From an optimization exercise on the open Yosys and OpenROAD flow, aimed at small area, a short achievable clock period and few clock cycles per item; shortcuts taken in it are not production practice.
In this exercise RTL edits were held to simulation tests only and were not proved equivalent to the original.
No activity file was given, so power comes from the tool's default toggle rates.

[flow/flow/run.sh]
#!/bin/bash
# Standard ORFS layout (the standard.sh) with plain buffers on the ports,
# larger clock-tree leaf clusters driven by smaller buffers, and no dummy
# clock loads.
set -euo pipefail
bash standard.sh "BUFFER_PORTS_ARGS=-buffer_cell sky130_fd_sc_hd__buf_1" \
  "CTS_ARGS=-sink_clustering_enable -repair_clock_nets -dont_use_dummy_load -root_buf sky130_fd_sc_hd__clkbuf_16 -sink_clustering_buffer sky130_fd_sc_hd__clkbuf_8 -sink_clustering_size 14 -sink_clustering_max_diameter 50 -buf_list {sky130_fd_sc_hd__clkbuf_8 sky130_fd_sc_hd__clkbuf_16}" \
  finish > standard_make.log 2>&1
[flow/standard.sh]
#!/bin/bash
# synth_recipe.tcl (not shown) runs the flow's synth.tcl, then flattens the netlist and writes it again
# the make line also repeats each setting of config.mk as NAME=value (left out here)
make -C /OpenROAD-flow-scripts/flow DESIGN_CONFIG=/design/flow/config.mk WORK_HOME=/design/flow/orfs CLKGATE_MAP_FILE= SYNTH_SCRIPT=/design/flow/synth_recipe.tcl "${@:-finish}"
[flow/config.mk]
export PLATFORM = sky130hd
export DESIGN_NAME = accelbrot_scan_gen
export DESIGN_NICKNAME = accelbrot_scan_gen
export VERILOG_FILES = /design/flow/design.v
export SDC_FILE = /design/flow/constraint.sdc
export NUM_CORES = 4
export LEC_CHECK = 0
export CAP_MARGIN = 20
export CORE_MARGIN = 2
export CORE_UTILIZATION = 55
export SETUP_SLACK_MARGIN = 2.7
export SLEW_MARGIN = 20
[flow/constraint.sdc]
create_clock -name core_clock -period 5.0 [get_ports {clk}]
set_input_delay 1.0000 -clock core_clock [delete_from_list [all_inputs] [get_ports {clk}]]
set_output_delay 1.0000 -clock core_clock [all_outputs]
set_load 0.01 [all_outputs]
[flow/design.v]
package accelbrot_pkg;
  typedef enum logic [1:0] {
    IDLE,
    ARM,
    BURST
  } state_e;
  function automatic int widx_bits(input int n);
    widx_bits = (n > 1) ? $clog2(n) : 1;
  endfunction
endpackage
module accelbrot_serial_addsub #(
  parameter int WWIDTH = 34
) (
  input  logic              clk,
  input  logic              rstn,
  input  logic              en_i,
  input  logic              first_i,
  input  logic              sub_i,
  input  logic [WWIDTH-1:0] x_i,
  input  logic [WWIDTH-1:0] y_i,
  output logic [WWIDTH-1:0] s_o
);
  logic              c_q;
  logic              cin;
  logic              co;
  logic [WWIDTH-1:0] y_op;
  assign y_op = sub_i ? ~y_i : y_i;
  assign cin  = first_i ? sub_i : c_q;
  assign {co, s_o} = {1'b0, x_i} + {1'b0, y_op}
                   + {{WWIDTH{1'b0}}, cin};
  always_ff @(posedge clk or negedge rstn) begin
    if (!rstn) c_q <= 1'b0;
    else if (en_i) c_q <= co;
  end
endmodule
module accelbrot_scan_gen #(
  parameter int NWORDS = 8,
  parameter int WWIDTH = 34,
  parameter int TWIDTH = 24,
  parameter int XWIDTH = 12,
  parameter int YWIDTH = 12
) (
  input  logic                     clk,
  input  logic                     rstn,
  input  logic [NWORDS*WWIDTH-1:0] cfg_a0,
  input  logic [NWORDS*WWIDTH-1:0] cfg_b0,
  input  logic [NWORDS*WWIDTH-1:0] cfg_step,
  input  logic [XWIDTH-1:0]        cfg_width,
  input  logic [YWIDTH-1:0]        cfg_height,
  input  logic                     ctl_start,
  output logic                     ctl_busy,
  output logic                     ctl_done,
  output logic [31:0]              sts_num_issued,
  output logic [WWIDTH-1:0]        enter_a,
  output logic [WWIDTH-1:0]        enter_b,
  output logic [TWIDTH-1:0]        enter_tag,
  output logic                     enter_start,
  output logic                     enter_valid,
  input  logic                     enter_bp
);
  localparam int NB = NWORDS * WWIDTH;
  localparam int WB = accelbrot_pkg::widx_bits(NWORDS);
  localparam logic [WB-1:0] WLAST = WB'(NWORDS - 1);
  localparam logic [WB-1:0] WLOAD = WB'(NWORDS - 5);
  localparam logic [WB-1:0] WPRE0 = WB'(NWORDS - 4);
  localparam int RB = 5 * WWIDTH;             
  localparam int S1 = (WWIDTH + 6) / 3;       
  localparam int S2 = (WWIDTH - S1) / 2;      
  localparam int S3 = WWIDTH - S1 - S2;
  localparam int CW = XWIDTH + YWIDTH;
  logic [NB-1:0]     a_cur_q, a_row0_q, b_cur_q, step_q;
  logic [S1:0]       l1_q;
  logic [S1+S2:0]    l2_q;
  logic [WWIDTH:0]   p_q;
  logic [S1-1:0]     x1_q, y1_q;
  logic              c_q, c1_q, sel0_q, nsel0_q, sel1_q, nsel1_q, sel2_q, sel3_q, nsel2_q, nsel3_q;
  logic [XWIDTH-1:0] width_q, xrem_q;
  logic [YWIDTH-1:0] yrem_q;
  logic              w1_q, w12_q, eor_q, eorn_q, lrow_q, first_q;
  logic [WB-1:0]     ph_q;
  logic [CW-1:0]     issued_q;
  logic              busy_q, run_q, idle_q, done_q, valid_q, vld_q, estart_q;
  logic              empty, go, wlast, wend, last_px, begin_b, ag, bg;
  logic              c_n;
  logic [S1-1:0]     x1, y1;
  logic [S2-1:0]     x2, y2;
  logic [S3-1:0]     x3, y3;
  logic [WWIDTH-1:0] a_lo, b_lo, r_lo, a0w, sum, a_ent, b_ent;
  assign empty   = (cfg_width == '0) || (cfg_height == '0);
  assign go      = ctl_start && !busy_q;
  assign wlast   = (ph_q == WLAST);
  assign wend    = valid_q && wlast;
  assign last_px = eor_q && lrow_q;
  assign begin_b = !enter_bp && busy_q && wlast && !(wend && last_px);
  assign a_lo = a_cur_q[WWIDTH-1:0];
  assign b_lo = b_cur_q[WWIDTH-1:0];
  assign r_lo = a_row0_q[WWIDTH-1:0];
  assign ag  = vld_q && !eor_q;
  assign bg  = vld_q && eor_q;
  assign a0w = first_q ? a_lo : r_lo;
  assign x1 = sel0_q ? b_cur_q[4*WWIDTH +: S1] : a_cur_q[4*WWIDTH +: S1];
  assign y1 = step_q[4*WWIDTH +: S1] ^ {S1{!nsel0_q ^ ph_q[0]}};
  assign x2 = sel2_q ? b_cur_q[2*WWIDTH+S1 +: S2] : a_cur_q[2*WWIDTH+S1 +: S2];
  assign y2 = step_q[2*WWIDTH+S1 +: S2] ^ {S2{!nsel2_q}};
  assign x3 = sel3_q ? b_cur_q[WWIDTH+S1+S2 +: S3] : a_cur_q[WWIDTH+S1+S2 +: S3];
  assign y3 = step_q[WWIDTH+S1+S2 +: S3] ^ {S3{!nsel3_q}};
  assign sum   = p_q[WWIDTH-1:0] + WWIDTH'(c_q);
  assign c_n   = p_q[WWIDTH] || (c_q && (&p_q[WWIDTH-1:0]));
  assign a_ent = ag ? sum : bg ? a0w : a_lo;
  assign b_ent = bg ? sum : b_lo;
  always_ff @(posedge clk) begin
    a_cur_q  <= {cfg_a0[NB-RB-1:0], cfg_a0[NB-1:NB-RB]} & {NB{idle_q}}
              | {a_ent, a_cur_q[NB-1:WWIDTH]} & {NB{run_q}};
    b_cur_q  <= {cfg_b0[NB-RB-1:0], cfg_b0[NB-1:NB-RB]} & {NB{idle_q}}
              | {b_ent, b_cur_q[NB-1:WWIDTH]} & {NB{run_q}};
    step_q   <= ~(({cfg_step[NB-RB-1:0], cfg_step[NB-1:NB-RB]} | {NB{run_q}})
                & ({step_q[WWIDTH-1:0], step_q[NB-1:WWIDTH]} | {NB{idle_q}}));
    a_row0_q <= {a0w, a_row0_q[NB-1:WWIDTH]};
    x1_q     <= x1;
    y1_q     <= y1;
    c1_q     <= sel0_q && ph_q == WPRE0;
    l1_q     <= {1'b0, x1_q} + {1'b0, y1_q} + (S1+1)'(c1_q);
    l2_q     <= {{1'b0, x2} + {1'b0, y2} + (S2+1)'(l1_q[S1]), l1_q[S1-1:0]};
    p_q      <= {{1'b0, x3} + {1'b0, y3} + (S3+1)'(l2_q[S1+S2]), l2_q[S1+S2-1:0]};
    if (ph_q == WLOAD || ph_q == WLAST) begin
      sel0_q  <= vld_q ? eorn_q : eor_q;
      nsel0_q <= !(vld_q ? eorn_q : eor_q);
    end
    sel1_q   <= sel0_q;
    nsel1_q  <= nsel0_q;
    sel2_q   <= sel1_q;
    nsel2_q  <= !nsel1_q ^ ph_q[0];   
    sel3_q   <= sel2_q;
    nsel3_q  <= sel2_q ^ ph_q[0];
    c_q      <= c_n && !wlast;
    if (idle_q) begin
      width_q <= cfg_width;
      xrem_q  <= cfg_width;
      yrem_q  <= cfg_height;
      w1_q    <= (cfg_width == XWIDTH'(1));
      w12_q   <= (cfg_width == XWIDTH'(1)) || (cfg_width == XWIDTH'(2));
      eor_q   <= (cfg_width == XWIDTH'(1));
      eorn_q  <= (cfg_width == XWIDTH'(1)) || (cfg_width == XWIDTH'(2));
      lrow_q  <= (cfg_height == YWIDTH'(1));
      first_q <= 1'b1;
    end else if (wend) begin
      first_q <= 1'b0;
      eor_q   <= eorn_q;
      if (eor_q) begin
        xrem_q <= width_q;
        eorn_q <= w12_q;
        yrem_q <= yrem_q - YWIDTH'(1);
        lrow_q <= (yrem_q == YWIDTH'(2));
      end else begin
        xrem_q <= xrem_q - XWIDTH'(1);
        eorn_q <= (xrem_q == XWIDTH'(3)) || (xrem_q == XWIDTH'(2) && w1_q);
      end
    end
  end
  always_ff @(posedge clk or negedge rstn) begin
    if (!rstn) begin
      ph_q     <= '0;
      issued_q <= '0;
      busy_q   <= 1'b0;
      run_q    <= 1'b0;
      idle_q   <= 1'b1;
      done_q   <= 1'b0;
      valid_q  <= 1'b0;
      vld_q    <= 1'b0;
      estart_q <= 1'b0;
    end else begin
      ph_q     <= busy_q ? ph_q + WB'(1) : WLOAD;
      done_q   <= (go && empty) || (wend && last_px);
      estart_q <= begin_b;
      if (begin_b) begin
        valid_q <= 1'b1;
        vld_q   <= 1'b1;
      end else if (wlast) begin
        valid_q <= 1'b0;
        vld_q   <= 1'b0;
      end
      if (go && !empty) begin
        busy_q   <= 1'b1;
        run_q    <= 1'b1;
        idle_q   <= 1'b0;
        issued_q <= '0;
      end else if (wend) begin
        issued_q <= issued_q + CW'(1);
        if (last_px) begin
          busy_q <= 1'b0;
          run_q  <= 1'b0;
          idle_q <= 1'b1;
        end
      end
    end
  end
  assign ctl_busy       = busy_q;
  assign ctl_done       = done_q;
  assign sts_num_issued = 32'(issued_q);
  assign enter_a        = a_lo;
  assign enter_b        = b_lo;
  assign enter_tag      = issued_q[TWIDTH-1:0];
  assign enter_start    = estart_q;
  assign enter_valid    = valid_q;
endmodule
==> impl_results.md, run 1 <==
* Unique masters post-synth at 70
* Fin crit period at 2.43 ns
* Final period util at 48.6%
* Number of max-cap violations at 0
* PD cells at 788 nW/um^2
* Fin util at 64.6%
* Layout Cells excl Fill at 5033
* Min-delay src: l2_q[16]
* DR vias/cell at 5.86
* Sw Pwr at 12.9 mW
* Pre-CTS WS at 2.05 ns
* Initial antenna violation count at 41
* Count leader, synth: dfxtp_1
* Final slew viol count at 0
* Crit path from: run_q
* Placed Instances at 4834
* Quantity of I/O buffers inserted on ports at 963
* H-tree depth at 3
* Status: timing/DRC/antenna clean
* Die Y at 272 um
* DRT Pass-1 Iters at 8
* Internal at 23.5 mW
* CTS tree: done
* Fin Clk Skew at 0.0600 ns
* Relative slew slack at 39.5%
* 1st-iter DRT viols at 2807
* Ratio of cells with drive above 1 in the final layout at 10.2%
* Die ar. at 74200 um^2
* CP startpoint kind: flip-flop
* Leak at 18.5 nW
* Ranking of synthesized cells by area: dfxtp_1 60%, a22o_1 11%, o22ai_1 4.3%
* Crit Path Category: reg -> out
* CTS buffer count at 114
* Fin. Hold Viols at 0
* Hold_ws at 0.300 ns
* CTS max path bufs at 3
* Area leader, netlist: dfxtp_1
* Vias in the first global route at 28100
* Post-synth EDFFs at 43
* Clk pin slew, worst setup/hold paths at 0.08 ns
* GPL Wtd Cong at 0.980
* Combinational power share at 34.1%
* Mapped cell area at 39600 um^2
* Reg2reg setup slack at 2.74 ns
* Reg power frac at 51.1%
* Ys flop type: dfxtp_1
* Hold Path Sink: p_q[16]
* DRC at 0
* Capturing point of the worst reg2reg path: b_cur_q[256]
* Seq cells post-synth at 1271
* Seq/Total Area, Yosys at 65.7%
* WP data required at 4.00 ns
* Top cell type's share of synthesized area at 60.4%
* Synth Instances at 3210
* Synth Warn # at 1
* Fmax at 412 MHz
* CP Data Arrival Time at 1.43 ns
* Final setup viols at 0
* First-pass GRT wire length at 191000 um
* CTS Sinks at 1271
* Worst-margin pin slew at 0.907 ns
* Register-to-Register Path Depth at 7
* Hold Path Stages at 0
* Final nets at 4942
* Critical R2R Launch: p_q[0]
* Area growth syn-to-layout at 16.4%
* Most instantiated cells after synthesis: 1196 x dfxtp_1, 485 x a22o_1, 274 x o22ai_1, 189 x clkbuf_1, 101 x buf_4
* Nature of the critical path endpoint: output pin
* Wire per inst at 27.9 um
* Final Cell Area at 46100 um^2
* DP HPWL at 105000 um
* Detail Route Antenna Nets at 0
* Core ar. at 71400 um^2
* CP max FO at 6
* RSZ-0062 raised after global routing: yes
* Fraction of registers with async set/reset at 2.52%
* Die width at 272 um
* Clock root buffer: clkbuf_16
* Worst skew pair latency at 0.63 ns
* # IOs at 972
* GRT overflow at 0
* Total GRT Usage at 35.5%
* Clock group share of total power at 14.8%
* Pwr Total at 36.4 mW
* Sw Ratio at 35.5%
* Vias at 29500
* Syn avg cell area at 12.3 um^2
* PnR worst setup slack at 2.57 ns
* Maximum VDD drop at 364 uV
* Largest net degree at the start of global routing at 223
* Worst hold path class: reg -> reg
* Post-Route WL at 140000 um
* Row count at 98
* Initial Utilization at 55.5%
* Placed Instance Area at 43100 um^2
* Setup TNS at 0 ns
-- worst max-delay path, cell delays in order, from the launching register on --
cell	delay, ns
dfrtp_4	0.55
buf_16	0.17
buf_6	0.11
-- registers in the layout (all words and copies together), names as in the netlist, 3 cells and up --
name,flops
a_cur_q,272
a_row0_q,272
b_cur_q,272
issued_q,24
l1_q,14
l2_q,24
p_q,35
ph_q,3
step_q,272
width_q,12
x1_q,13
xrem_q,12
y1_q,13
yrem_q,12
-- power groups by stage --
stage | combinational, mW | sequential [mW] | clock, mW
final | 12.4 | 18.6 | 5.38
after global routing | 13.4 | 18.9 | 5.79
after CTS | 11.7 | 18.4 | 5.42
after detailed placement | 11.1 | 18.6 | 0
after global placement | 10.7 | 18.6 | 0
after floorplan | 8.64 | 16.9 | 0
-- worst max-delay path by stage --
stage,cells after the start,slack (ns),end
after floorplan,10,2.60,p_q[33]
after global placement,7,2.08,b_cur_q[256]
after detailed placement,3,2.05,a_cur_q[260]
after CTS,2,2.54,ctl_busy
after global routing,2,2.54,ctl_busy
final,2,2.57,ctl_busy
-- final cells by class --
type                    count  area [um^2]
multi-input cells        1593        12300
clock buffers             114         1670
fillers                  5760        25200
repair buffers           1032         4590
well taps                 950         1190
diodes                     35         87.6
flip-flops and latches   1271        26100
inverters                  38          146
-- cells in the final DEF, fill, tap and decap left out, types with 19 or more instances in the layout --
cell and instances:
ha_1 33, nor2_1 80, nand4_1 21, buf_1 930, edfxtp_1 43, o22ai_1 274, buf_4 62, a222oi_1 22
dfrtp_2 21, a21oi_1 31, diode_2 35, a22oi_1 23, a22o_1 485, nand2_1 80, mux2_2 69, clkbuf_8 105
xnor2_1 88, inv_1 34, dfxtp_1 1166, dfxtp_2 25, nor3_1 21, o21ai_0 80, o21ai_1 19, nand3_1 27
xor2_1 35
-- routing by layer --
layer  share of wire (%)  GRT usage (%)  wire length [um]  up-vias
li1                    -              -                 -    13300
met1                  41           47.9             57400    14500
met2                  46           55.5             64700     1467
met3                 9.8           8.85             13800      237
met4                 3.1           12.7              4390       10
met5               0.038              0                54        -
-- logic make-up (layout without fill, tap and decap cells) --
group | after synthesis | count (layout) | share of synthesized area, %
AOI/OAI and AO/OA | 1002 | 1002 | 19.0
xor gates and xnor gates | 129 | 129 | 2.85
adders and majority gates | 48 | 48 | 1.63
buffers and inverters | 354 | 1184 | 4.33
DFF | 1271 | 1271 | 65.7
muxes | 80 | 80 | 2.24
other | 1 | 43 | 0.00946
and+or+nand+nor | 325 | 326 | 4.23
-- what timing repair did --
item	in CTS	in global routing
pin swaps	11	19
setup endpoints to repair	783	411
gates cloned	4	3
gates resized for setup	141	75
hold buffers	0	0
setup buffers	30	13
Testbench counts, summed over its fixed seeds: cycles 281,128, pixels 35,068.
==> run 2: changes to the inputs <==
--- a/flow/config.mk
+++ b/flow/config.mk
@@ -8,5 +8,5 @@
 export CAP_MARGIN = 20
 export CORE_MARGIN = 2
 export CORE_UTILIZATION = 55
-export SETUP_SLACK_MARGIN = 2.7
+export SETUP_SLACK_MARGIN = 2.6
 export SLEW_MARGIN = 20
==> run 2 against run 1 <==
  * Critical endpoint is now b_cur_q[244]
  * Sequential power barely moved
  * Flip-flop and latch count stayed put
  * Register-to-register slack worse by 0.14 ns
  * Global-route usage shrank 0.22 points
  * Non-clock buffer count decreased by 31
  * Synthesized area is the same
  * Final cell count fell by 0.56%
  * Clock power increased by 1%
==> impl_results.md, run 2 <==
* Pre-CTS WS at 1.94 ns (was 2.05 ns)
* Final setup viols at 0 (unchanged)
* Final nets at 4916 (was 4942)
* Hold Path Sink: p_q[19] (was p_q[16])
* Initial Utilization at 55.5% (unchanged)
* Critical R2R Launch: p_q[0] (unchanged)
* Internal at 23.1 mW (was 23.5 mW)
* Cell mode on critical path: ha_1
* Commonest cells after routing, fill and taps aside: 1189 x dfxtp_1, 938 x buf_1, 485 x a22o_1 (was 1166 x dfxtp_1, 930 x buf_1, 485 x a22o_1)
* Mapped cell area at 39600 um^2 (unchanged)
* Seq cells post-synth at 1271 (unchanged)
* Total GRT Usage at 35.3% (was 35.5%)
* Post-Route WL at 138000 um (was 140000 um)
* # fillers at 5881 (was 5760)
* Fin crit period at 2.40 ns (was 2.43 ns)
* Quantity of I/O buffers inserted on ports at 963 (unchanged)
* Final slew viol count at 0 (unchanged)
* Initial antenna violation count at 43 (was 41)
* Sw Pwr at 12.5 mW (was 12.9 mW)
* Status: timing/DRC/antenna clean (unchanged)
* Placed Instance Area at 43100 um^2 (about the same)
* Fraction of registers with async set/reset at 2.52% (unchanged)
* Placed Instances at 4832 (was 4834)
* Final period util at 48.0% (was 48.6%)
* DRC at 0 (unchanged)
* Worst skew pair latency at 0.65 ns (was 0.63 ns)
* Syn avg cell area at 12.3 um^2 (unchanged)
* Nature of the critical path endpoint: flip-flop (was output pin)
* WP data required at 5.49 ns (was 4.00 ns)
* Count leader, synth: dfxtp_1 (unchanged)
* H-tree depth at 3 (unchanged)
* Reg2reg setup slack at 2.60 ns (was 2.74 ns)
* Crit-path leading delay family: compound AO/OA/AOI/OAI gates (was flip-flops)
* GRT overflow at 0 (unchanged)
* Leak at 18.3 nW (was 18.5 nW)
* Row count at 98 (unchanged)
* Capturing point of the worst reg2reg path: b_cur_q[244] (was b_cur_q[256])
* DR vias/cell at 5.80 (was 5.86)
* Register-to-Register Path Depth at 8 (was 7)
* Detail Route Antenna Nets at 0 (unchanged)
* Ratio of cells with drive above 1 in the final layout at 8.01% (was 10.2%)
* GPL Wtd Cong at 0.988 (was 0.980)
* Clock root buffer: clkbuf_16 (unchanged)
* Vias at 29000 (was 29500)
* CP startpoint kind: flip-flop (unchanged)
* Hold_ws at 0.259 ns (was 0.300 ns)
* Crit Path Category: reg -> reg (was reg -> out)
* DRT Pass-1 Iters at 6 (was 8)
* Hold_buf cts at 0 (unchanged)
* Reg power frac at 52.1% (was 51.1%)
* Worst-margin pin slew at 1.07 ns (was 0.907 ns)
* Wire per inst at 27.5 um (was 27.9 um)
* RSZ-0062 raised after global routing: yes (unchanged)
* Area leader, netlist: dfxtp_1 (unchanged)
* Post-synth EDFFs at 43 (unchanged)
* Worst hold path class: reg -> reg (unchanged)
* Largest net degree at the start of global routing at 255 (was 223)
* CTS tree: done (unchanged)
* Maximum VDD drop at 394 uV (was 364 uV)
* Multi-input logic area at 12100 um^2 (was 12300 um^2)
* Clk pin slew, worst setup/hold paths at 0.09 ns (was 0.08 ns)
* Largest family of logic cells by synthesized area: compound AO/OA/AOI/OAI gates (unchanged)
* Die Y at 272 um (unchanged)
* CP peak stage delay at 0.51 ns (was 0.55 ns)
* Fmax at 417 MHz (was 412 MHz)
* # IOs at 972 (unchanged)
* Register Area at 26100 um^2 (about the same)
* Commonest non-fill, non-tap cell in the layout: dfxtp_1 (unchanged)
* Unique masters post-synth at 70 (unchanged)
* Worst-path cell chain: ha_1, ha_1, nand4_1, buf_4, nor2_1, xnor2_1, o21ai_0, a22o_1 (was buf_16, buf_6)
* Fin util at 63.7% (was 64.6%)
* Seq/Total Area, Yosys at 65.7% (unchanged)
* Fin. Hold Viols at 0 (unchanged)
* DP HPWL at 105000 um (about the same)
* Die width at 272 um (unchanged)
* Setup TNS at 0 ns (unchanged)
* Hold Path Stages at 0 (unchanged)
* 1st-iter DRT viols at 2845 (was 2807)
* Adder-cell area share of the yosys netlist at 1.63% (unchanged)
* Area growth syn-to-layout at 14.7% (was 16.4%)
* First-pass GRT wire length at 190000 um (was 191000 um)
* CP Buf/Inv Count at 1 (was 2)
* Final Cell Area at 45400 um^2 (was 46100 um^2)
* Core ar. at 71400 um^2 (unchanged)
* Pwr Total at 35.6 mW (was 36.4 mW)
* Sw Ratio at 35.2% (was 35.5%)
* PD cells at 784 nW/um^2 (was 788 nW/um^2)
* CTS Sinks at 1271 (unchanged)
* Ranking of synthesized cells by area: dfxtp_1 60%, a22o_1 11%, o22ai_1 4.3% (unchanged)
* PnR worst setup slack at 2.60 ns (was 2.57 ns)
* Simple-gate portion of the synthesized area at 4.23% (unchanged)
* Combinational power share at 32.6% (was 34.1%)
* CTS buffer count at 118 (was 114)
* Synth Instances at 3210 (unchanged)
* Complex-gate fraction of the synthesized area at 19.0% (unchanged)
* Layout Cells excl Fill at 5005 (was 5033)
* Mux cell area share after synthesis at 2.24% (unchanged)
* Min-delay src: l2_q[19] (was l2_q[16])
* CP Data Arrival Time at 2.89 ns (was 1.43 ns)
* Most instantiated cells after synthesis: 1196 x dfxtp_1, 485 x a22o_1, 274 x o22ai_1, 189 x clkbuf_1, 101 x buf_4 (unchanged)
* Relative slew slack at 28.5% (was 39.5%)
* Slowest stage cell, crit path: xnor2_1 (was dfrtp_4)
* Xor and xnor area share after synthesis at 2.85% (unchanged)
* Number of max-cap violations at 0 (unchanged)
* Top cell type's share of synthesized area at 60.4% (unchanged)
* Synth Warn # at 1 (unchanged)
* Vias in the first global route at 27900 (was 28100)
* CTS max path bufs at 3 (unchanged)
* CP max FO at 4 (was 6)
* Die ar. at 74200 um^2 (unchanged)
* Fin Clk Skew at 0.0706 ns (was 0.0600 ns)
* Clock group share of total power at 15.3% (was 14.8%)
* Ys flop type: dfxtp_1 (unchanged)
==> run 2: cell types whose count changed in the layout (fill, tap and decap cells not counted), sizes merged <==
cell	before	now
clkinv	2	3
diode	35	33
bufbuf	4	0
clkinvlp	1	0
or3	7	8
buf	1019	997
clkbuf	123	122
==> run 2: power by group through the flow <==
stage | Combinational, mW | Sequential (mW) | Clock [mW]
global route | 12.6 | 18.9 | 5.89
finish | 11.6 | 18.6 | 5.46
floorplan | 8.64 | 16.9 | 0
CTS | 11.3 | 18.5 | 5.51
detailed placement | 10.9 | 18.7 | 0
global placement | 10.6 | 18.6 | 0
==> run 2: worst max-delay path by stage <==
stage,from,to,cells after the start
finish,p_q[0],b_cur_q[244],8
global route,idle_q,b_cur_q[265],3
CTS,issued_q[21],enter_tag[21],1
detailed placement,idle_q,eorn_q,2
global placement,idle_q,eor_q,2
floorplan,sel3_q,p_q[33],10
==> run 2: repair_timing <==
item	4_1_cts	5_1_grt
gates resized for setup	80	32
pin swaps	5	6
setup endpoints to repair	338	52
cloned	1	1
setup buffers	12	8
==> run 2: layer usage <==
metal  part of all wire (%)  GRT usage [%]  up-vias
li1                       -              -    13300
met1                     42           48.3    14200
met2                     46           54.5     1329
met3                    9.2           8.70      240
met4                    3.3           12.6       16
met5                  0.078              0        -
==> run 2: cell type report <==
class / count / share of cell area, %
Inverter: 38 / 0.319
Multi-Input combinational cell: 1594 / 26.7
Antenna cell: 33 / 0.182
Tap cell: 950 / 2.62
Sequential cell: 1271 / 57.4
Clock buffer: 118 / 3.80
Timing Repair Buffer: 1001 / 9.02
==> run 2: kinds of logic after synthesis <==
logic type / count (synthesis)
muxes: 80
adders and majority gates: 48
AOI/OAI and AO/OA: 1002
other: 1
xor gates and xnor gates: 129
DFF: 1271
and+or+nand+nor: 325
buffers and inverters: 354
==> run 3: changes to the inputs <==
--- a/flow/design.v
+++ b/flow/design.v
@@ -64,8 +64,8 @@
   localparam logic [WB-1:0] WLOAD = WB'(NWORDS - 5);
   localparam logic [WB-1:0] WPRE0 = WB'(NWORDS - 4);
   localparam int RB = 5 * WWIDTH;             
-  localparam int S1 = (WWIDTH + 6) / 3;       
-  localparam int S2 = (WWIDTH - S1) / 2;      
+  localparam int S1 = (WWIDTH + 2) / 3;       
+  localparam int S2 = (WWIDTH - S1) / 2;
   localparam int S3 = WWIDTH - S1 - S2;
   localparam int CW = XWIDTH + YWIDTH;
   logic [NB-1:0]     a_cur_q, a_row0_q, b_cur_q, step_q;
@@ -99,7 +99,7 @@
   assign bg  = vld_q && eor_q;
   assign a0w = first_q ? a_lo : r_lo;
   assign x1 = sel0_q ? b_cur_q[4*WWIDTH +: S1] : a_cur_q[4*WWIDTH +: S1];
-  assign y1 = step_q[4*WWIDTH +: S1] ^ {S1{!nsel0_q ^ ph_q[0]}};
+  assign y1 = step_q[4*WWIDTH +: S1] ^ {S1{!nsel0_q}};
   assign x2 = sel2_q ? b_cur_q[2*WWIDTH+S1 +: S2] : a_cur_q[2*WWIDTH+S1 +: S2];
   assign y2 = step_q[2*WWIDTH+S1 +: S2] ^ {S2{!nsel2_q}};
   assign x3 = sel3_q ? b_cur_q[WWIDTH+S1+S2 +: S3] : a_cur_q[WWIDTH+S1+S2 +: S3];
@@ -113,8 +113,8 @@
               | {a_ent, a_cur_q[NB-1:WWIDTH]} & {NB{run_q}};
     b_cur_q  <= {cfg_b0[NB-RB-1:0], cfg_b0[NB-1:NB-RB]} & {NB{idle_q}}
               | {b_ent, b_cur_q[NB-1:WWIDTH]} & {NB{run_q}};
-    step_q   <= ~(({cfg_step[NB-RB-1:0], cfg_step[NB-1:NB-RB]} | {NB{run_q}})
-                & ({step_q[WWIDTH-1:0], step_q[NB-1:WWIDTH]} | {NB{idle_q}}));
+    step_q   <= {cfg_step[NB-RB-1:0], cfg_step[NB-1:NB-RB]} & {NB{idle_q}}
+              | {step_q[WWIDTH-1:0], step_q[NB-1:WWIDTH]} & {NB{run_q}};
     a_row0_q <= {a0w, a_row0_q[NB-1:WWIDTH]};
     x1_q     <= x1;
     y1_q     <= y1;
@@ -129,9 +129,9 @@
     sel1_q   <= sel0_q;
     nsel1_q  <= nsel0_q;
     sel2_q   <= sel1_q;
-    nsel2_q  <= !nsel1_q ^ ph_q[0];   
+    nsel2_q  <= nsel1_q;
     sel3_q   <= sel2_q;
-    nsel3_q  <= sel2_q ^ ph_q[0];
+    nsel3_q  <= nsel2_q;
     c_q      <= c_n && !wlast;
     if (idle_q) begin
       width_q <= cfg_width;
==> flow/flow/run.sh (replaced) <==
#!/bin/bash
# Standard ORFS layout (the standard.sh) with plain buffers on the ports,
# larger clock-tree leaf clusters, and no dummy
# clock loads.
set -euo pipefail
bash standard.sh "BUFFER_PORTS_ARGS=-buffer_cell sky130_fd_sc_hd__buf_1" \
  "CTS_ARGS=-sink_clustering_enable -repair_clock_nets -dont_use_dummy_load -root_buf sky130_fd_sc_hd__clkbuf_16 -sink_clustering_buffer sky130_fd_sc_hd__clkbuf_16 -sink_clustering_size 30 -sink_clustering_max_diameter 70 -buf_list {sky130_fd_sc_hd__clkbuf_16}" \
  finish > standard_make.log 2>&1
--- a/flow/config.mk
+++ b/flow/config.mk
@@ -8,5 +8,5 @@
 export CAP_MARGIN = 20
 export CORE_MARGIN = 2
 export CORE_UTILIZATION = 55
-export SETUP_SLACK_MARGIN = 2.6
+export SETUP_SLACK_MARGIN = 2.7
 export SLEW_MARGIN = 20
==> run 3 against run 2 <==
  * Sequential power hardly changed
  * Final cell count is 0.56% lower
  * Critical endpoint is now ctl_busy
  * First-iteration DRC count fell by 3.6%
  * Largest cell class unchanged
  * Fmax increased by 3.4%
==> impl_results.md, run 3 <==
* Status: timing/DRC/antenna clean (unchanged)
* First-pass GRT wire length at 187000 um (was 190000 um)
* WP data required at 4.00 ns (was 5.49 ns)
* Vias at 28800 (was 29000)
* H-tree depth at 2 (was 3)
* CP peak stage delay at 0.52 ns (was 0.51 ns)
* PD cells at 757 nW/um^2 (was 784 nW/um^2)
* Initial Utilization at 55.4% (was 55.5%)
* Setup TNS at 0 ns (unchanged)
* Seq cells post-synth at 1268 (was 1271)
* Detail Route Antenna Nets at 0 (unchanged)
* Worst-path cell chain: buf_6 (was ha_1, ha_1, nand4_1, buf_4, nor2_1, xnor2_1, o21ai_0, a22o_1)
* Top cell type's share of synthesized area at 59.3% (was 60.4%)
* CP Data Arrival Time at 1.32 ns (was 2.89 ns)
* Commonest non-fill, non-tap cell in the layout: dfxtp_1 (unchanged)
* Ranking of synthesized cells by area: dfxtp_1 59%, a22o_1 16%, edfxtp_1 3.2% (was dfxtp_1 60%, a22o_1 11%, o22ai_1 4.3%)
* Row count at 99 (was 98)
* Post-Route WL at 136000 um (was 138000 um)
* CTS max path bufs at 3 (unchanged)
* Die Y at 275 um (was 272 um)
* Nature of the critical path endpoint: output pin (was flip-flop)
* CTS buffer count at 54 (was 118)
* Worst hold path class: reg -> reg (unchanged)
* Vias in the first global route at 27600 (was 27900)
* GPL Wtd Cong at 1.00 (was 0.988)
* Synth Warn # at 1 (unchanged)
* Area leader, netlist: dfxtp_1 (unchanged)
* Pre-CTS WS at 2.20 ns (was 1.94 ns)
* Syn avg cell area at 12.5 um^2 (was 12.3 um^2)
* Unique masters post-synth at 69 (was 70)
* Final setup viols at 0 (unchanged)
* Leak at 19.1 nW (was 18.3 nW)
* Final slew viol count at 0 (unchanged)
* CTS tree: done (unchanged)
* Commonest cells after routing, fill and taps aside: 1152 x dfxtp_1, 927 x buf_1, 755 x a22o_1 (was 1189 x dfxtp_1, 938 x buf_1, 485 x a22o_1)
* DP HPWL at 104000 um (was 105000 um)
* Fraction of registers with async set/reset at 2.52% (about the same)
* PnR worst setup slack at 2.68 ns (was 2.60 ns)
* 1st-iter DRT viols at 2742 (was 2845)
* Fin Clk Skew at 0.0856 ns (was 0.0706 ns)
* Die width at 275 um (was 272 um)
* Wire per inst at 27.4 um (was 27.5 um)
* Fin. Hold Viols at 0 (unchanged)
* Core ar. at 72700 um^2 (was 71400 um^2)
* Final nets at 4873 (was 4916)
* DRC at 0 (unchanged)
* Number of max-cap violations at 0 (unchanged)
* Quantity of I/O buffers inserted on ports at 963 (unchanged)
* Ratio of cells with drive above 1 in the final layout at 8.37% (was 8.01%)
* Count leader, synth: dfxtp_1 (unchanged)
* Most instantiated cells after synthesis: 1193 x dfxtp_1, 755 x a22o_1, 194 x clkbuf_1, 100 x buf_4 (was 1196 x dfxtp_1, 485 x a22o_1, 274 x o22ai_1, 189 x clkbuf_1, 101 x buf_4)
* Area growth syn-to-layout at 14.3% (was 14.7%)
* Total GRT Usage at 34.1% (was 35.3%)
* Crit Path Category: reg -> out (was reg -> reg)
* Relative slew slack at 34.7% (was 28.5%)
* Slowest stage cell, crit path: dfrtp_4 (was xnor2_1)
* Fin crit period at 2.32 ns (was 2.40 ns)
* # IOs at 972 (unchanged)
* Seq/Total Area, Yosys at 64.5% (was 65.7%)
* Die ar. at 75500 um^2 (was 74200 um^2)
* DR vias/cell at 5.79 (was 5.80)
* Synth Instances at 3214 (was 3210)
* CP startpoint kind: flip-flop (unchanged)
* Worst-margin pin slew at 0.980 ns (was 1.07 ns)
* Hold_ws at 0.307 ns (was 0.259 ns)
* Worst skew pair latency at 0.67 ns (was 0.65 ns)
* Clock root buffer: clkbuf_16 (unchanged)
* Fmax at 431 MHz (was 417 MHz)
* Clk pin slew, worst setup/hold paths at 0.11 ns (was 0.09 ns)
* Maximum VDD drop at 465 uV (was 394 uV)
* Mapped cell area at 40300 um^2 (was 39600 um^2)
* Initial antenna violation count at 57 (was 43)
* Final period util at 46.4% (was 48.0%)
* Crit-path leading delay family: flip-flops (was compound AO/OA/AOI/OAI gates)
* Largest net degree at the start of global routing at 229 (was 255)
* RSZ-0062 raised after global routing: yes (unchanged)
* CP Buf/Inv Count at 1 (unchanged)
* GRT overflow at 0 (unchanged)
* Ys flop type: dfxtp_1 (unchanged)
* CTS Sinks at 1268 (was 1271)
* DRT Pass-1 Iters at 6 (unchanged)
* CP max FO at 4 (unchanged)
* Post-synth EDFFs at 43 (unchanged)
-- run 3: changes by cell type after synthesis, sizes merged, moves of 7 or more --
| cell | before | now |
|---|---|---|
| o21ai | 101 | 90 |
| and4 | 5 | 15 |
| mux2i | 10 | 20 |
| clkbuf | 189 | 196 |
| o22ai | 274 | 2 |
| nor4 | 22 | 13 |
| nor2 | 82 | 89 |
| nand3 | 30 | 41 |
| nor2b | 13 | 5 |
| a22o | 485 | 755 |
| nand2 | 83 | 92 |
-- run 3: cell families (layout without fill, tap and decap cells) --
group | after synthesis | count (layout) | synth area share (%)
AO/OA/AOI/OAI | 986 | 986 | 20.1
other | 1 | 47 | 0.00931
XOR/XNOR | 128 | 128 | 2.78
flip-flops | 1268 | 1268 | 64.5
buffers and inverters | 358 | 1116 | 4.31
AND/OR/NAND/NOR | 336 | 336 | 4.28
multiplexers | 89 | 89 | 2.42
adder cells (fa/ha/maj) | 48 | 48 | 1.60
-- run 3: power breakdown --
group	internal [mW]	total, mW	switching, mW
Clock	1.94	4.96	3.02
Combinational	5.52	11.4	5.86
Sequential	15.4	18.5	3.09
Total	22.9	34.9	12.0
-- run 3: final timing paths --
path | cells past startpoint | start | slack (ns) | end
worst max-delay path | 1 | run_q | 2.68 | ctl_busy
worst min-delay path | 0 | l2_q[21] | 0.31 | p_q[21]
worst max register to register | 9 | sel3_q | 2.72 | p_q[33]
worst min register to register | 0 | l2_q[21] | 0.31 | p_q[21]
max in group asynchronous | 1 | rstn | 3.89 | vld_q
min in group asynchronous | 1 | rstn | 0.45 | issued_q[11]
-- run 3: layout make-up --
type | instances | area (um^2)
fill | 5907 | 26600
sequential | 1268 | 26100
multi-input combinational | 1595 | 12800
timing repair buffer | 1027 | 4400
clock buffer | 54 | 1350
tap | 959 | 1200
inverter | 35 | 131
antenna | 39 | 97.6
-- run 3: per-layer routing --
layer	track usage, %	vias to the layer above	share of wire [%]
met5	0	-	0.13
met1	45.6	14100	42
met3	8.44	251	8.7
met2	53.6	1241	46
li1	-	13200	-
met4	12.8	28	3.5
-- run 3: repair_timing --
action	CTS	global route
setup buffers	31	14
endpoints found under the setup margin	316	135
gates cloned	0	1
resized for setup	116	45
hold buffers	0	0
pin swaps	7	9
-- run 3: per-stage QoR --
stage / power (mW) / std cells / util, % / area, um^2
2_1_floorplan: 25.4 / 3221 / - / 40400
3_3_place_gp: 28.9 / 4838 / 60.2 / 43800
6_report: 34.9 / 4977 / 63.4 / 46100
5_1_grt: 36.6 / 4966 / 63.3 / 46000
4_1_cts: 34.5 / 4923 / 62.8 / 45700
3_5_place_dp: 29.3 / 4838 / 60.2 / 43800
Testbench counts of run 3, summed over its fixed seeds: cycles 281,128, pixels 35,068.
==> run 4: changes to the inputs <==
==> flow/flow/run.sh (replaced) <==
#!/bin/bash
# Standard ORFS layout (the standard.sh) with plain buffers on the ports,
# larger clock-tree leaf clusters, and no dummy
# clock loads.
set -euo pipefail
bash standard.sh "BUFFER_PORTS_ARGS=-buffer_cell sky130_fd_sc_hd__buf_1" \
  "CTS_ARGS=-sink_clustering_enable -repair_clock_nets -dont_use_dummy_load -root_buf sky130_fd_sc_hd__clkbuf_16 -sink_clustering_buffer sky130_fd_sc_hd__clkbuf_16 -sink_clustering_size 22 -sink_clustering_max_diameter 60 -buf_list {sky130_fd_sc_hd__clkbuf_16}" \
  finish > standard_make.log 2>&1
==> run 4 against run 3 <==
  * Clock-buffer cell count rose by 22
  * Register-to-register slack hardly changed
  * Synthesized cell count unchanged
  * Flip-flop and latch count unchanged
  * Clock skew shrank 0.027 ns
==> impl_results.md, run 4 <==
* Status: timing/DRC/antenna clean (unchanged)
* Worst hold path class: reg -> reg (unchanged)
* DR vias/cell at 5.82 (was 5.79)
* Pwr Total at 35.7 mW (was 34.9 mW)
* CP max FO at 200 (was 4)
* Vias in the first global route at 27800 (was 27600)
* Hold_buf cts at 0 (unchanged)
* Clk pin slew, worst setup/hold paths at 0.08 ns (was 0.11 ns)
* Crit path depth at 3 (was 1)
* Wire per inst at 27.3 um (was 27.4 um)
* Fin util at 63.8% (was 63.4%)
* Vias at 29000 (was 28800)
* Post-synth EDFFs at 43 (unchanged)
* Setup TNS at 0 ns (unchanged)
* GPL Wtd Cong at 1.00 (unchanged)
* Quantity of I/O buffers inserted on ports at 963 (unchanged)
* Layout Cells excl Fill at 4983 (was 4977)
* CTS Sinks at 1268 (unchanged)
* GRT overflow at 0 (unchanged)
* Syn avg cell area at 12.5 um^2 (unchanged)
* H-tree depth at 3 (was 2)
* Worst skew pair latency at 0.64 ns (was 0.67 ns)
* DRT Pass-1 Iters at 8 (was 6)
* Crit-path leading delay family: flip-flops (unchanged)
* Most instantiated cells after synthesis: 1193 x dfxtp_1, 755 x a22o_1, 194 x clkbuf_1, 100 x buf_4 (unchanged)
* Placed Instances at 4838 (unchanged)
* Relative slew slack at 33.4% (was 34.7%)
* Crit Path Category: reg -> reg (was reg -> out)
* Capturing point of the worst reg2reg path: b_cur_q[256] (was p_q[33])
* Final setup viols at 0 (unchanged)
* CP Data Arrival Time at 2.84 ns (was 1.32 ns)
* Final nets at 4882 (was 4873)
* CP startpoint kind: flip-flop (unchanged)
* Reg2reg setup slack at 2.71 ns (was 2.72 ns)
* Die width at 275 um (unchanged)
* Commonest non-fill, non-tap cell in the layout: dfxtp_1 (unchanged)
* Post-Route WL at 136000 um (about the same)
* DP HPWL at 104000 um (unchanged)
* First-pass GRT wire length at 187000 um (about the same)
* Total GRT Usage at 34.3% (was 34.1%)
* CTS buffer count at 76 (was 54)
* Seq cells post-synth at 1268 (unchanged)
* Initial Utilization at 55.4% (unchanged)
* Die ar. at 75500 um^2 (unchanged)
* Initial antenna violation count at 59 (was 57)
* WP data required at 5.55 ns (was 4.00 ns)
* Worst-margin pin slew at 0.999 ns (was 0.980 ns)
* Leak at 19.2 nW (was 19.1 nW)
* Maximum VDD drop at 578 uV (was 465 uV)
* Number of max-cap violations at 0 (unchanged)
* Area growth syn-to-layout at 15.1% (was 14.3%)
* Mapped cell area at 40300 um^2 (unchanged)
* CP peak stage delay at 0.92 ns (was 0.52 ns)
* Fin. Hold Viols at 0 (unchanged)
* Synth Warn # at 1 (unchanged)
* Synth Instances at 3214 (unchanged)
* Clock root buffer: clkbuf_16 (unchanged)
* Ratio of cells with drive above 1 in the final layout at 8.07% (was 8.37%)
* Worst-path cell chain: buf_12, a22oi_1, o21ai_0 (was buf_6)
* Seq/Total Area, Yosys at 64.5% (unchanged)
* Commonest cells after routing, fill and taps aside: 1160 x dfxtp_1, 940 x buf_1, 755 x a22o_1 (was 1152 x dfxtp_1, 927 x buf_1, 755 x a22o_1)
* CP Buf/Inv Count at 1 (unchanged)
* PD cells at 769 nW/um^2 (was 757 nW/um^2)
* Register-to-Register Path Depth at 3 (was 9)
* DRC at 0 (unchanged)
* 1st-iter DRT viols at 2985 (was 2742)
* Nature of the critical path endpoint: flip-flop (was output pin)
* CTS max path bufs at 3 (unchanged)
* # IOs at 972 (unchanged)
* Row count at 99 (unchanged)
* Fmax at 436 MHz (was 431 MHz)
* Unique masters post-synth at 69 (unchanged)
* Fin Clk Skew at 0.0590 ns (was 0.0856 ns)
* Crit path from: idle_q (was run_q)
* Detail Route Antenna Nets at 0 (unchanged)
* Slowest stage cell, crit path: dfstp_4 (was dfrtp_4)
* Ranking of synthesized cells by area: dfxtp_1 59%, a22o_1 16%, edfxtp_1 3.2% (unchanged)
* Largest net degree at the start of global routing at 229 (unchanged)
* Hold_ws at 0.283 ns (was 0.307 ns)
* Die Y at 275 um (unchanged)
* Top cell type's share of synthesized area at 59.3% (unchanged)
* Count leader, synth: dfxtp_1 (unchanged)
* Ys flop type: dfxtp_1 (unchanged)
* Core ar. at 72700 um^2 (unchanged)
* Fin crit period at 2.29 ns (was 2.32 ns)
* Final period util at 45.9% (was 46.4%)
* Critical R2R Launch: idle_q (was sel3_q)
* Area leader, netlist: dfxtp_1 (unchanged)
* CTS tree: done (unchanged)
* RSZ-0062 raised after global routing: yes (unchanged)
* Final slew viol count at 0 (unchanged)
* Critical Path End: b_cur_q[256] (was ctl_busy)
* Fraction of registers with async set/reset at 2.52% (unchanged)
## run 4: repair_timing
action                     in CTS  in global routing
cloned                          0                  1
buffers inserted               23                  9
pin swaps                      11                 10
setup endpoints to repair     288                125
gates resized for setup        76                 44
hold endpoints to repair        0                  0
## run 4: final cells by class
cell class,instances,area (um^2)
Fill cell,5883,26300
Sequential cell,1268,26100
Multi-Input combinational cell,1595,12800
Timing Repair Buffer,1014,4210
Clock buffer,76,1900
Tap cell,959,1200
Inverter,35,131
Antenna cell,36,90.1
## run 4: per-stage QoR
stage / setup WS [ns] / instance area, um^2
2_1_floorplan: 2.71 / 40400
3_3_place_gp: 2.27 / 43800
3_5_place_dp: 2.20 / 43800
4_1_cts: 2.67 / 46100
5_1_grt: 2.66 / 46400
6_report: 2.71 / 46400
## run 4: worst register-to-register path: stages, from the launching register on
cell	delay, ns
dfstp_4	0.92
buf_12	0.57
a22oi_1	0.54
o21ai_0	0.18
## run 4: worst min path at each step
stage | startpoint | end | slack (ns) | depth (start not counted)
after CTS | a_row0_q[240] | a_row0_q[206] | 0.29 | 0
after detailed placement | a_row0_q[44] | a_row0_q[10] | 0.31 | 0
after global placement | a_row0_q[103] | a_row0_q[69] | 0.31 | 0
after floorplan | a_row0_q[34] | a_row0_q[0] | 0.31 | 0
after global routing | a_row0_q[240] | a_row0_q[206] | 0.29 | 0
final | nsel1_q | nsel2_q | 0.28 | 0
## run 4: cells by family after synthesis
kind of cell | Yosys count | share of synthesized area [%]
fa+ha+maj | 48 | 1.60
flops | 1268 | 64.5
compound gates | 986 | 20.1
simple gates | 336 | 4.28
buf+inv | 358 | 4.31
mux | 89 | 2.42
other cells | 1 | 0.00931
xor+xnor | 128 | 2.78
## run 4: power by group
part | internal [mW] | total [mW] | switching [mW]
registers | 15.4 | 18.5 | 3.10
logic | 5.48 | 11.3 | 5.83
clock network | 2.71 | 5.87 | 3.16
## run 4: per-layer routing
| layer | wire length [um] | part of all wire (%) | GRT usage (%) |
|---|---|---|---|
| met5 | 224 | 0.16 | 0 |
| met4 | 4740 | 3.5 | 12.6 |
| met3 | 12300 | 9.1 | 8.98 |
| met2 | 62600 | 46 | 53.8 |
| met1 | 56100 | 41 | 45.7 |

afterwards: timing with drivers on the ports:
The flow's constraints put no driver on any port. The routed layouts listed below were extracted and timed again, unchanged, in two steps.
Step 1 (the two cells are an assumption about what drives the block):
set clk [get_ports {clk}]
set_driving_cell -lib_cell sky130_fd_sc_hd__clkbuf_16 $clk
set_driving_cell -lib_cell sky130_fd_sc_hd__buf_2 [delete_from_list [all_inputs] $clk]
Step 2 moves the port delays by t, midway between the first and last clock arrival at a register: inputs arrive t later, outputs are due t later. That takes back most of the time a late clock gives input paths.
a / b / c = ideal / step 1 / step 2; a / b = the first two.
run	t, ns	setup slack, ns	hold slack, ns	latest minus earliest clock arrival (ns)	pins driven straight from the clock port
run 1	0.663	2.572 / 2.514 / 2.182	0.300 / 0.300 / 0.300	0.064 / 0.064	1
run 2	0.668	2.601 / 2.547 / 2.122	0.259 / 0.259 / 0.259	0.073 / 0.073	1
run 3	0.701	2.680 / 2.611 / 2.213	0.307 / 0.307 / 0.307	0.088 / 0.088	1
run 4	0.683	2.706 / 2.647 / 2.186	0.283 / 0.283 / 0.283	0.059 / 0.060	1
After both steps every run listed still meets setup and hold. For run 4, which loses most, drivers alone change the setup slack by -0.059 ns; drivers and shift together by -0.520 ns.
